This design comes from an exercise in tuning for small area, a short achievable clock period and few clock cycles per item on the open sky130 flow, not from production work. RTL that was checked went through simulation tests only; none was proved equivalent to the original. No driver is modelled on the clock port, so clock power and skew are understated where the tree is cut down; a real chip needs a root buffer or a tree. Power figures rest on the tool's default switching activity, not on a simulated workload.

## the previous run
==> flow/design.v <==
`timescale 1ns/10ps
module sha1_pad_top (
    input  logic           sys_clk,
    input  logic           sys_rst,
    input  logic           msg_cal_channel_ready,
    input  logic           msg_info_fifo_empty,
    input  logic [15:0]    msg_info,
    input  logic [5:0]     msg_channel_num,
    output logic           msg_info_rd_en,
    output logic           msg_data_rd_en,
    input  logic [127:0]   msg_data,
    output logic           msg_filled_data_valid,
    output logic           msg_filled_data_sop,
    output logic           msg_filled_data_eop,
    output logic [511:0]   msg_filled_data,
    output logic           msg_filled_info_valid,
    output logic [15:0]    msg_filled_info,
    output logic [13:0]    msg_filled_tag,
    output logic [11:0]    msg_filled_addr
);
    logic          info_pend;       
    logic          nxt_v;
    logic [15:0]   nxt_len;
    logic [5:0]    nxt_ch;
    logic          consume;
    always_ff @(posedge sys_clk) begin
        if (sys_rst) begin
            msg_info_rd_en <= 1'b0;
            info_pend <= 1'b0;
            nxt_v <= 1'b0;
        end else begin
            msg_info_rd_en <= !msg_info_fifo_empty && msg_cal_channel_ready && !msg_info_rd_en
                              && !info_pend && !nxt_v;
            info_pend <= msg_info_rd_en;
            if (info_pend) begin
                nxt_v <= 1'b1;
            end else if (consume) begin
                nxt_v <= 1'b0;
            end
        end
    end
    always_ff @(posedge sys_clk) begin
        if (info_pend) begin
            nxt_len <= msg_info;
            nxt_ch <= msg_channel_num;
        end
    end
    logic          act;             
    logic [12:0]   cnt;             
    logic          padp;            
    logic          padrd;           
    logic          ext;             
    logic          fst;             
    logic [1:0]    pos;             
    logic          last_q;          
    logic          cnz;             
    logic          s_full;
    logic          s_pad;
    logic          s_p3;
    logic          s_last;
    logic [12:0]   cnt_dec;
    logic [12:0]   cnt_load;
    logic          cnt_zero;
    always_comb begin
        logic below_zero;
        below_zero = 1'b1;
        for (int i = 0; i < 13; i++) begin
            cnt_dec[i] = cnt[i] ^ below_zero;
            below_zero = below_zero & !cnt[i];
        end
    end
    assign cnt_load = {1'b0, nxt_len[15:4]} - 1'b1;
    assign cnt_zero = (cnt == 13'd0);
    assign cnz = !cnt[12];
    assign s_full = act && cnz;
    assign s_pad = act && !cnz && padp;
    assign s_p3 = act && (pos == 2'd3);
    assign s_last = act && last_q;
    assign consume = nxt_v && (!act || last_q);
    always_ff @(posedge sys_clk) begin
        if (sys_rst) begin
            act <= 1'b0;
            pos <= 2'd0;
            last_q <= 1'b0;
        end else begin
            last_q <= act && !last_q && (pos == 2'd2) && (cnt[12] || cnt_zero) && !ext;
            if (act) begin
                pos <= pos + 1'b1;
                if (!cnz) begin
                    padp <= 1'b0;
                end
                fst <= 1'b0;
                if (s_p3 && !cnz) begin
                    ext <= 1'b0;
                end
                if (last_q) begin
                    act <= 1'b0;
                end
            end
            if (consume) begin
                act <= 1'b1;
                padp <= 1'b1;
                padrd <= |nxt_len[3:0];
                ext <= (nxt_len[5:0] >= 6'd56);
                fst <= 1'b1;
            end
        end
    end
    always_ff @(posedge sys_clk) begin
        cnt <= consume ? cnt_load : cnt_dec;   
    end
    logic          full_a, pad_a, last_a, p3_a, first_a;
    logic          full_b, pad_b, last_b, p3_b, first_b;
    always_ff @(posedge sys_clk) begin
        if (sys_rst) begin
            msg_data_rd_en <= 1'b0;
            last_a <= 1'b0;
            p3_a <= 1'b0;
            first_a <= 1'b0;
            last_b <= 1'b0;
            p3_b <= 1'b0;
            first_b <= 1'b0;
        end else begin
            msg_data_rd_en <= s_full || (s_pad && padrd);
            last_a <= s_last;
            p3_a <= s_p3;
            first_a <= act && fst;
            last_b <= last_a;
            p3_b <= p3_a;
            first_b <= first_a;
        end
    end
    always_ff @(posedge sys_clk) begin
        full_a <= s_full;
        pad_a <= s_pad;
        full_b <= full_a;
        pad_b <= pad_a;
    end
    logic [15:0]   out_len;
    always_ff @(posedge sys_clk) begin
        if (first_a) begin
            out_len <= nxt_len;
        end
    end
    logic [15:0]   keep;
    logic [15:0]   padb;
    logic [127:0]  in_word;
    logic [127:0]  s0, s1, s2, s3;
    always_comb begin
        for (int j = 0; j < 16; j++) begin
            keep[j] = full_b || (pad_b && (4'(j) < out_len[3:0]));
            padb[j] = pad_b && (4'(j) == out_len[3:0]);
            in_word[127-8*j -: 8] = (msg_data[127-8*j -: 8] & {8{keep[j]}}) | {padb[j], 7'b0};
        end
        if (last_b) begin
            in_word[18:3] = in_word[18:3] | out_len;
        end
    end
    always_ff @(posedge sys_clk) begin
        s0 <= s1;
        s1 <= s2;
        s2 <= s3;
        s3 <= in_word;
    end
    assign msg_filled_data = {s0, s1, s2, s3};
    logic          at_first;        
    logic [5:0]    blk_idx;
    logic [10:0]   blocks;
    assign blocks = {1'b0, nxt_len[15:6]} + ((nxt_len[5:0] >= 6'd56) ? 11'd2 : 11'd1);
    always_ff @(posedge sys_clk) begin
        if (sys_rst) begin
            msg_filled_data_valid <= 1'b0;
            msg_filled_data_sop <= 1'b0;
            msg_filled_data_eop <= 1'b0;
            at_first <= 1'b0;
            blk_idx <= 6'd0;
            msg_filled_tag <= 14'd0;
        end else begin
            msg_filled_data_valid <= p3_b;
            msg_filled_data_sop <= p3_b && at_first;
            msg_filled_data_eop <= last_b;
            if (first_b) begin
                at_first <= 1'b1;
            end else if (p3_b) begin
                at_first <= 1'b0;
            end
            if (msg_filled_data_valid) begin
                blk_idx <= msg_filled_data_eop ? 6'd0 : blk_idx + 1'b1;
                if (msg_filled_data_eop) begin
                    msg_filled_tag <= msg_filled_tag + 1'b1;
                end
            end
        end
    end
    logic [5:0]    out_ch;
    logic [10:0]   out_blocks;
    always_ff @(posedge sys_clk) begin
        if (first_b) begin
            out_ch <= nxt_ch;
            out_blocks <= blocks;
        end
    end
    assign msg_filled_info_valid = msg_filled_data_sop;
    assign msg_filled_info = {5'd0, out_blocks};
    assign msg_filled_addr = {out_ch, blk_idx};
endmodule
==> flow/config.mk <==
export PLATFORM = sky130hd
export DESIGN_NAME = sha1_pad_top
export DESIGN_NICKNAME = sha1_pad_top
export VERILOG_FILES = /design/flow/design.v
export SDC_FILE = /design/flow/constraint.sdc
export NUM_CORES = 4
export LEC_CHECK = 0
export CAP_MARGIN = 20
export CORE_MARGIN = 2
export CORE_UTILIZATION = 40
export SLEW_MARGIN = 20
==> flow/constraint.sdc <==
create_clock -name core_clock -period 5.0 [get_ports {sys_clk}]
set_input_delay 1.0000 -clock core_clock [delete_from_list [all_inputs] [get_ports {sys_clk}]]
set_output_delay 1.0000 -clock core_clock [all_outputs]
set_load 0.01 [all_outputs]
standard.sh (not shown) runs the stock make flow with config.mk's settings and CLKGATE_MAP_FILE= SYNTH_SCRIPT=/design/flow/synth_recipe.tcl, a recipe that flattens the netlist after the stock synthesis.
==> flow/flow/run.sh <==
#!/bin/bash
# Standard layout, with the port buffers given as buf_1 cells
bash standard.sh BUFFER_PORTS_ARGS="-buffer_cell sky130_fd_sc_hd__buf_1" SETUP_SLACK_MARGIN=3.0 finish > standard.log 2>&1
The previous run: full flow OK, the timing, design-rule and antenna checks passed
diff inputs: the previous run => the current run
==> flow/run.sh (new file) <==
#!/bin/bash
# synth_recipe.tcl (not shown) runs the flow's synth.tcl, then flattens the netlist and writes it again
# the make line also repeats each setting of config.mk as NAME=value (left out here)
make -C /OpenROAD-flow-scripts/flow DESIGN_CONFIG=/design/flow/config.mk WORK_HOME=/design/flow/orfs CLKGATE_MAP_FILE= SYNTH_SCRIPT=/design/flow/synth_recipe.tcl finish
removed: flow/flow/run.sh
removed: flow/standard.sh
--- outcome ---
- | share of power burned in combinational logic | the current run vs the previous run | 0.3 points lower |
- cnt[11]$_DFF_P_ as the end of the critical path was reported by the previous run, and msg_filled_data[445] by the current run.
- In the flow results for the previous run and the current run, the fraction of area in registers is larger on the current run.
- The current run ended up with flop to primary output as its type of the worst setup path; the previous run ended up with flop to flop.
- Area after synthesis came out exactly the same in the previous run and the current run.
- Summary of the current run over the previous run: number of library cell types mapped by synthesis comparable, path length in cells of the critical path down 13, combinational power now smaller.
- Cell area | the current run vs the previous run | the current run smaller
No functional check of the RTL was part of any run of this note.


sha1_pad_top, a different RTL version from the one above (not shown whole).
Size in the first run: roughly 630 flip-flops.
Design sha1_pad_top, start of the top module:
module sha1_pad_top (
    input  logic           sys_clk,
    input  logic           sys_rst,
    input  logic           msg_cal_channel_ready,
    input  logic           msg_info_fifo_empty,
    input  logic [15:0]    msg_info,
    input  logic [5:0]     msg_channel_num,
    output logic           msg_info_rd_en,
    output logic           msg_data_rd_en,
    input  logic [127:0]   msg_data,
    output logic           msg_filled_data_valid,
    output logic           msg_filled_data_sop,
    output logic           msg_filled_data_eop,
    output logic [511:0]   msg_filled_data,
    output logic           msg_filled_info_valid,
    output logic [15:0]    msg_filled_info,
    output logic [13:0]    msg_filled_tag,
    output logic [11:0]    msg_filled_addr
);
    logic          info_pend;       
    logic          nxt_v;
    logic [15:0]   nxt_len;
    logic [5:0]    nxt_ch;
    logic          consume;
    always_ff @(posedge sys_clk) begin
        if (sys_rst) begin
            msg_info_rd_en <= 1'b0;
            info_pend <= 1'b0;
            nxt_v <= 1'b0;
        end else begin
            msg_info_rd_en <= !msg_info_fifo_empty && msg_cal_channel_ready && !msg_info_rd_en
                              && !info_pend && !nxt_v;
            info_pend <= msg_info_rd_en;
            if (info_pend) begin
                nxt_v <= 1'b1;
            end else if (consume) begin
                nxt_v <= 1'b0;
            end
        end
    end
    always_ff @(posedge sys_clk) begin
        if (info_pend) begin
            nxt_len <= msg_info;
  ...
make LEC_CHECK=0 CAP_MARGIN=20 CORE_MARGIN=2 CORE_UTILIZATION=40 SLEW_MARGIN=20 finish   # period 5.0 ns
run.sh (not shown) runs the stock make flow with config.mk's settings and CLKGATE_MAP_FILE= SYNTH_SCRIPT=/design/flow/synth_recipe.tcl, a recipe that flattens the netlist after the stock synthesis.
Stock flow here: none of the scripts above is used.
Change:
==> flow/flow/run.sh (new file) <==
#!/bin/bash
# Standard layout, with the port buffers given as buf_1 cells
bash standard.sh BUFFER_PORTS_ARGS="-buffer_cell sky130_fd_sc_hd__buf_1" finish > standard.log 2>&1
==> flow/standard.sh (new file) <==
#!/bin/bash
# synth_recipe.tcl (not shown) runs the flow's synth.tcl, then flattens the netlist and writes it again
# the make line also repeats each setting of config.mk as NAME=value (left out here)
make -C /OpenROAD-flow-scripts/flow DESIGN_CONFIG=/design/flow/config.mk WORK_HOME=/design/flow/orfs CLKGATE_MAP_FILE= SYNTH_SCRIPT=/design/flow/synth_recipe.tcl "${@:-finish}"
--- a/flow/config.mk
+++ b/flow/config.mk
@@ -10 +10,2 @@
-export CORE_UTILIZATION = 40
+export CORE_UTILIZATION = 65
+export CTS_CLUSTER_SIZE = 30
removed: flow/run.sh
What happened: The changed run failed in I/O pin placement. Synthesized cell count is unchanged. Synthesized area stays the same.
Change:
==> flow/flow/run.sh (replaced) <==
#!/bin/bash
bash standard.sh BUFFER_PORTS_ARGS="-buffer_cell sky130_fd_sc_hd__buf_1" finish > standard.log 2>&1
--- a/flow/config.mk
+++ b/flow/config.mk
@@ -10,2 +10 @@
-export CORE_UTILIZATION = 65
-export CTS_CLUSTER_SIZE = 30
+export CORE_UTILIZATION = 40
Effect:
- This time the run finished with timing, DRC and antenna clean
- synthesized area is unchanged
- synthesized cell count stays the same
No run of this note included a check of the RTL's function; only the layout flow was run.


sha1_pad_top, a different RTL version from the one above (not shown whole).
Size in the first run: about 1100 cells after synthesis, ~630 flip-flops, ~710 I/O pins, ~16000 um^2 of cells after synthesis.
clock: 5.0 ns
lec_check: 0
cap_margin: 20
core_area: 5 5 170 170
cts_cluster_diameter: 100
cts_cluster_size: 30
die_area: 0 0 175 175
slew_margin: 20
standard.sh (not shown) runs the stock make flow with config.mk's settings and CLKGATE_MAP_FILE= SYNTH_SCRIPT=/design/flow/synth_recipe.tcl, a recipe that flattens the netlist after the stock synthesis.
==> flow/flow/run.sh <==
#!/bin/bash
# Standard layout with buf_2 port buffers and pins one track apart; CTS adds
# no balancing loads. After CTS (flow/post_cts_tree.tcl) the top of the clock
# tree is rebuilt as four branch buffers driven by the clock port, input port
# buffers become buf_1 (flow/inputs_small.tcl), then the timing repair runs,
# aiming at a 1.95 ns period.
set -e
export SMALL_INPUT_BUFFERS=$PWD/flow/inputs_small.tcl
bash standard.sh BUFFER_PORTS_ARGS="-buffer_cell sky130_fd_sc_hd__buf_2" \
  PLACE_PINS_ARGS="-min_distance 1 -min_distance_in_tracks" \
  CTS_ARGS="-sink_clustering_enable -repair_clock_nets -sink_clustering_size 30 -sink_clustering_max_diameter 100 -dont_use_dummy_load" \
  SKIP_CTS_REPAIR_TIMING=1 POST_CTS_TCL=$PWD/flow/post_cts_tree.tcl \
  SETUP_SLACK_MARGIN=3.05 finish > standard.log 2>&1
==> flow/flow/inputs_small.tcl <==
# Input ports have timing to spare: their port buffers get the smallest
# buffer (buf_1); the repair that follows may size any of them back up.
proc small_input_buffers {} {
  set block [ord::get_db_block]
  set n 0
  foreach bterm [$block getBTerms] {
    if {[$bterm getIoType] ne "INPUT"} { continue }
    if {[$bterm getName] eq "sys_clk"} { continue }
    set net [$bterm getNet]
    if {$net eq "NULL"} { continue }
    foreach it [$net getITerms] {
      set inst [$it getInst]
      if {[[$inst getMaster] getName] eq "sky130_fd_sc_hd__buf_2"} {
        replace_cell [$inst getName] sky130_fd_sc_hd__buf_1
        incr n
      }
    }
  }
  puts "small_input_buffers: $n input port buffers now buf_1"
}
small_input_buffers
==> flow/flow/post_cts_tree.tcl <==
# After CTS: rebuild the top of the clock tree. CTS gives port -> root buffer
# -> a few branch buffers -> leaf buffers -> flip-flops. Here the root and
# branch buffers are replaced by four branch buffers, each at the centre of
# one quarter of the leaf buffers, driven by the clock port directly. Every
# flip-flop still gets the clock through two buffers. Then the timing repair
# that CTS would have run.
set block [ord::get_db_block]
set port_net [$block findNet sys_clk]

proc out_net {inst} {
  foreach it [$inst getITerms] {
    if {[$it isOutputSignal]} { return [$it getNet] }
  }
  return ""
}
proc loads {net} {
  set r {}
  foreach it [$net getITerms] {
    if {[$it isInputSignal]} { lappend r $it }
  }
  return $r
}
proc is_clkbuf {inst} {
  return [string match "sky130_fd_sc_hd__clkbuf_*" [[$inst getMaster] getName]]
}

# Walk down from the port: a clock buffer whose loads include flip-flops is
# a leaf buffer; the clock buffers above the leaves are the upper tree. Cells
# with no output (CTS's balancing loads) on the upper tree's nets go with it.
set upper {}
set leaves {}
set dummies {}
set ok 1
set frontier [list $port_net]
while {[llength $frontier] > 0} {
  set net [lindex $frontier 0]
  set frontier [lrange $frontier 1 end]
  foreach it [loads $net] {
    set inst [$it getInst]
    set onet [out_net $inst]
    if {$onet eq "" || $onet eq "NULL"} { lappend dummies $inst; continue }
    if {![is_clkbuf $inst]} { set ok 0; continue }
    set has_ff 0
    foreach l [loads $onet] {
      if {[[[$l getInst] getMaster] isSequential]} { set has_ff 1 }
    }
    if {$has_ff} {
      lappend leaves $inst
    } else {
      lappend upper $inst
      lappend frontier $onet
    }
  }
}
puts "post_cts_tree: [llength $upper] upper buffers, [llength $leaves] leaf buffers, [llength $dummies] loads without output on the upper tree"

if {$ok && [llength $leaves] >= 8 && [llength $upper] >= 1} {
  # Split the leaves in four: by x at the median, then each half by y.
  set pts {}
  foreach leaf $leaves {
    set bb [$leaf getBBox]
    lappend pts [list $leaf [expr {([$bb xMin] + [$bb xMax]) / 2}] [expr {([$bb yMin] + [$bb yMax]) / 2}]]
  }
  set pts [lsort -integer -index 1 $pts]
  set h [expr {[llength $pts] / 2}]
  set groups {}
  foreach half [list [lrange $pts 0 [expr {$h - 1}]] [lrange $pts $h end]] {
    set half [lsort -integer -index 2 $half]
    set q [expr {[llength $half] / 2}]
    lappend groups [lrange $half 0 [expr {$q - 1}]] [lrange $half $q end]
  }
  set master [[ord::get_db] findMaster sky130_fd_sc_hd__clkbuf_16]
  # Take out the old upper tree.
  foreach inst $dummies {
    foreach it [$inst getITerms] { if {[$it getNet] ne "NULL"} { $it disconnect } }
    odb::dbInst_destroy $inst
  }
  foreach inst $upper {
    set n [out_net $inst]
    foreach it [$inst getITerms] { if {[$it getNet] ne "NULL"} { $it disconnect } }
    odb::dbInst_destroy $inst
    if {$n ne "" && $n ne "NULL"} { odb::dbNet_destroy $n }
  }
  foreach it [loads $port_net] { $it disconnect }
  set k 0
  foreach g $groups {
    set sx 0; set sy 0
    foreach p $g { incr sx [lindex $p 1]; incr sy [lindex $p 2] }
    set cx [expr {$sx / [llength $g]}]
    set cy [expr {$sy / [llength $g]}]
    set buf [odb::dbInst_create $block $master "clkbuf_top_$k"]
    $buf setLocation [expr {$cx - 4000}] $cy
    $buf setPlacementStatus PLACED
    set net [odb::dbNet_create $block "clknet_top_$k"]
    $net setSigType CLOCK
    [$buf findITerm A] connect $port_net
    [$buf findITerm X] connect $net
    foreach p $g {
      set leaf [lindex $p 0]
      [$leaf findITerm A] disconnect
      [$leaf findITerm A] connect $net
    }
    puts "post_cts_tree: clkbuf_top_$k at ($cx, $cy) drives [llength $g] leaf buffers"
    incr k
  }
} else {
  puts "post_cts_tree: tree left as is"
}
if {[info exists ::env(SMALL_INPUT_BUFFERS)]} { source $::env(SMALL_INPUT_BUFFERS) }
detailed_placement
estimate_parasitics -placement
repair_timing_helper
detailed_placement
check_placement -verbose
Testbench counts at the start, summed over its fixed seeds: cycles 19,299, messages 800.
Edit:
==> flow/flow/run.sh (replaced) <==
#!/bin/bash
# The standard layout (standard.sh: standard synthesis, floorplan, place,
# CTS, route), with these changes:
#  - every port gets a buf_1 port buffer (the timing repair sizes up the ones
#    that need it);
#  - I/O pins may sit one routing track apart, so the die can be small;
#  - CTS adds no balancing loads;
#  - after CTS, flow/post_cts_tree.tcl rebuilds the top of the clock tree as
#    four branch buffers driven by the clock port, each feeding a quarter of
#    the leaf buffers, then runs the timing repair CTS would have run;
#  - the timing repair aims at 1.92 ns (SETUP_SLACK_MARGIN 3.08 at the 5 ns
#    clock).
# All output goes to standard.log here; ORFS keeps each step's log under orfs/logs.
set -e
bash standard.sh BUFFER_PORTS_ARGS="-buffer_cell sky130_fd_sc_hd__buf_1" \
  PLACE_PINS_ARGS="-min_distance 1 -min_distance_in_tracks" \
  CTS_ARGS="-sink_clustering_enable -repair_clock_nets -sink_clustering_size 30 -sink_clustering_max_diameter 100 -dont_use_dummy_load" \
  SKIP_CTS_REPAIR_TIMING=1 POST_CTS_TCL=$PWD/flow/post_cts_tree.tcl \
  SETUP_SLACK_MARGIN=3.08 finish > standard.log 2>&1
--- a/flow/flow/post_cts_tree.tcl
+++ b/flow/flow/post_cts_tree.tcl
@@ -107,5 +107,4 @@
   puts "post_cts_tree: tree left as is"
 }
-if {[info exists ::env(SMALL_INPUT_BUFFERS)]} { source $::env(SMALL_INPUT_BUFFERS) }
 detailed_placement
 estimate_parasitics -placement
removed: flow/flow/inputs_small.tcl
The changed run completed with no timing, DRC or antenna violations.
Fmax came out higher by 0.81%.
Wire length came out lower by 1.6%.
Area after synthesis is unchanged.
Final area came out lower by 2.2%.
Worst setup slack improves by 0.016 ns.
Die area is unchanged.
Final cell count hardly moves.
Worst hold slack is about the same.
Power stays flat.
Combinational power came out lower by about 4%.
Clock power barely changes.
Edit:
==> flow/flow/run.sh (replaced) <==
#!/bin/bash
# Standard layout with buf_1 port buffers and pins one track apart; CTS adds
# no balancing loads. After CTS (flow/post_cts_tree.tcl) the top of the clock
# tree is rebuilt as four branch buffers driven by the clock port, input port
# buffers become buf_1 (flow/inputs_small.tcl), then the timing repair runs,
# aiming at a 1.92 ns period.
set -e
export SMALL_INPUT_BUFFERS=$PWD/flow/inputs_small.tcl
bash standard.sh BUFFER_PORTS_ARGS="-buffer_cell sky130_fd_sc_hd__buf_1" \
  PLACE_PINS_ARGS="-min_distance 1 -min_distance_in_tracks" \
  CTS_ARGS="-sink_clustering_enable -repair_clock_nets -sink_clustering_size 30 -sink_clustering_max_diameter 100 -dont_use_dummy_load" \
  SKIP_CTS_REPAIR_TIMING=1 POST_CTS_TCL=$PWD/flow/post_cts_tree.tcl \
  SETUP_SLACK_MARGIN=3.08 finish > standard.log 2>&1
==> flow/flow/inputs_small.tcl (new file) <==
# Input ports have timing to spare: their port buffers get the smallest
# buffer (buf_1); the repair that follows may size any of them back up.
proc small_input_buffers {} {
  set block [ord::get_db_block]
  set n 0
  foreach bterm [$block getBTerms] {
    if {[$bterm getIoType] ne "INPUT"} { continue }
    if {[$bterm getName] eq "sys_clk"} { continue }
    set net [$bterm getNet]
    if {$net eq "NULL"} { continue }
    foreach it [$net getITerms] {
      set inst [$it getInst]
      if {[[$inst getMaster] getName] eq "sky130_fd_sc_hd__buf_2"} {
        replace_cell [$inst getName] sky130_fd_sc_hd__buf_1
        incr n
      }
    }
  }
  puts "small_input_buffers: $n input port buffers now buf_1"
}
small_input_buffers
--- a/flow/flow/post_cts_tree.tcl
+++ b/flow/flow/post_cts_tree.tcl
@@ -107,4 +107,5 @@
   puts "post_cts_tree: tree left as is"
 }
+if {[info exists ::env(SMALL_INPUT_BUFFERS)]} { source $::env(SMALL_INPUT_BUFFERS) }
 detailed_placement
 estimate_parasitics -placement
--- a/flow/config.mk
+++ b/flow/config.mk
@@ -7,7 +7,7 @@
 export LEC_CHECK = 0
 export CAP_MARGIN = 20
-export CORE_AREA = 5 5 170 170
+export CORE_AREA = 5 5 175 175
 export CTS_CLUSTER_DIAMETER = 100
 export CTS_CLUSTER_SIZE = 30
-export DIE_AREA = 0 0 175 175
+export DIE_AREA = 0 0 180 180
 export SLEW_MARGIN = 20
The changed run finished clean.
Clock skew rose by 0.0076 ns.
Sequential share of layout area goes down by 0.40 points.
Total power stays flat.
Via count decreases by 1.4%.
Setup slack improved by 0.0036 ns.

## re-timing with driven ports
In the flow no input, the clock included, has a driving cell. The finished layouts below were timed again as built, in two steps. Step 1: set_driving_cell puts a clkbuf_16 on sys_clk and a buf_2 on each other input, an assumption about the parent block. Step 2 moves the port delays by t, midway between the first and last clock arrival at a register: inputs arrive t later, outputs are due t later. That takes back most of the time a late clock gives input paths. Three values: ideal ports, drivers, drivers and shift; two values: the first two.
run	t (ns)	setup slack, ns	worst slew at a driven data input, ns
the previous run	0.660	2.518 / 2.518 / 2.518	0.15
the current run	0.659	2.157 / 2.102 / 2.114	0.15
the first run of note 2	0.659	2.194 / 2.135 / 2.173	0.15
the third run of note 2	0.669	2.584 / 2.526 / 2.633	0.14
the first run of note 3	0.441	3.076 / 2.974 / 2.875	0.13
the second run of note 3	0.450	3.092 / 2.986 / 2.959	0.13
the third run of note 3	0.448	3.095 / 2.991 / 2.928	0.14
After both steps setup and hold are still met in every run listed. The setup slack of the first run of note 3, which loses most, moves by -0.102 ns with the drivers and by -0.201 ns with both steps.
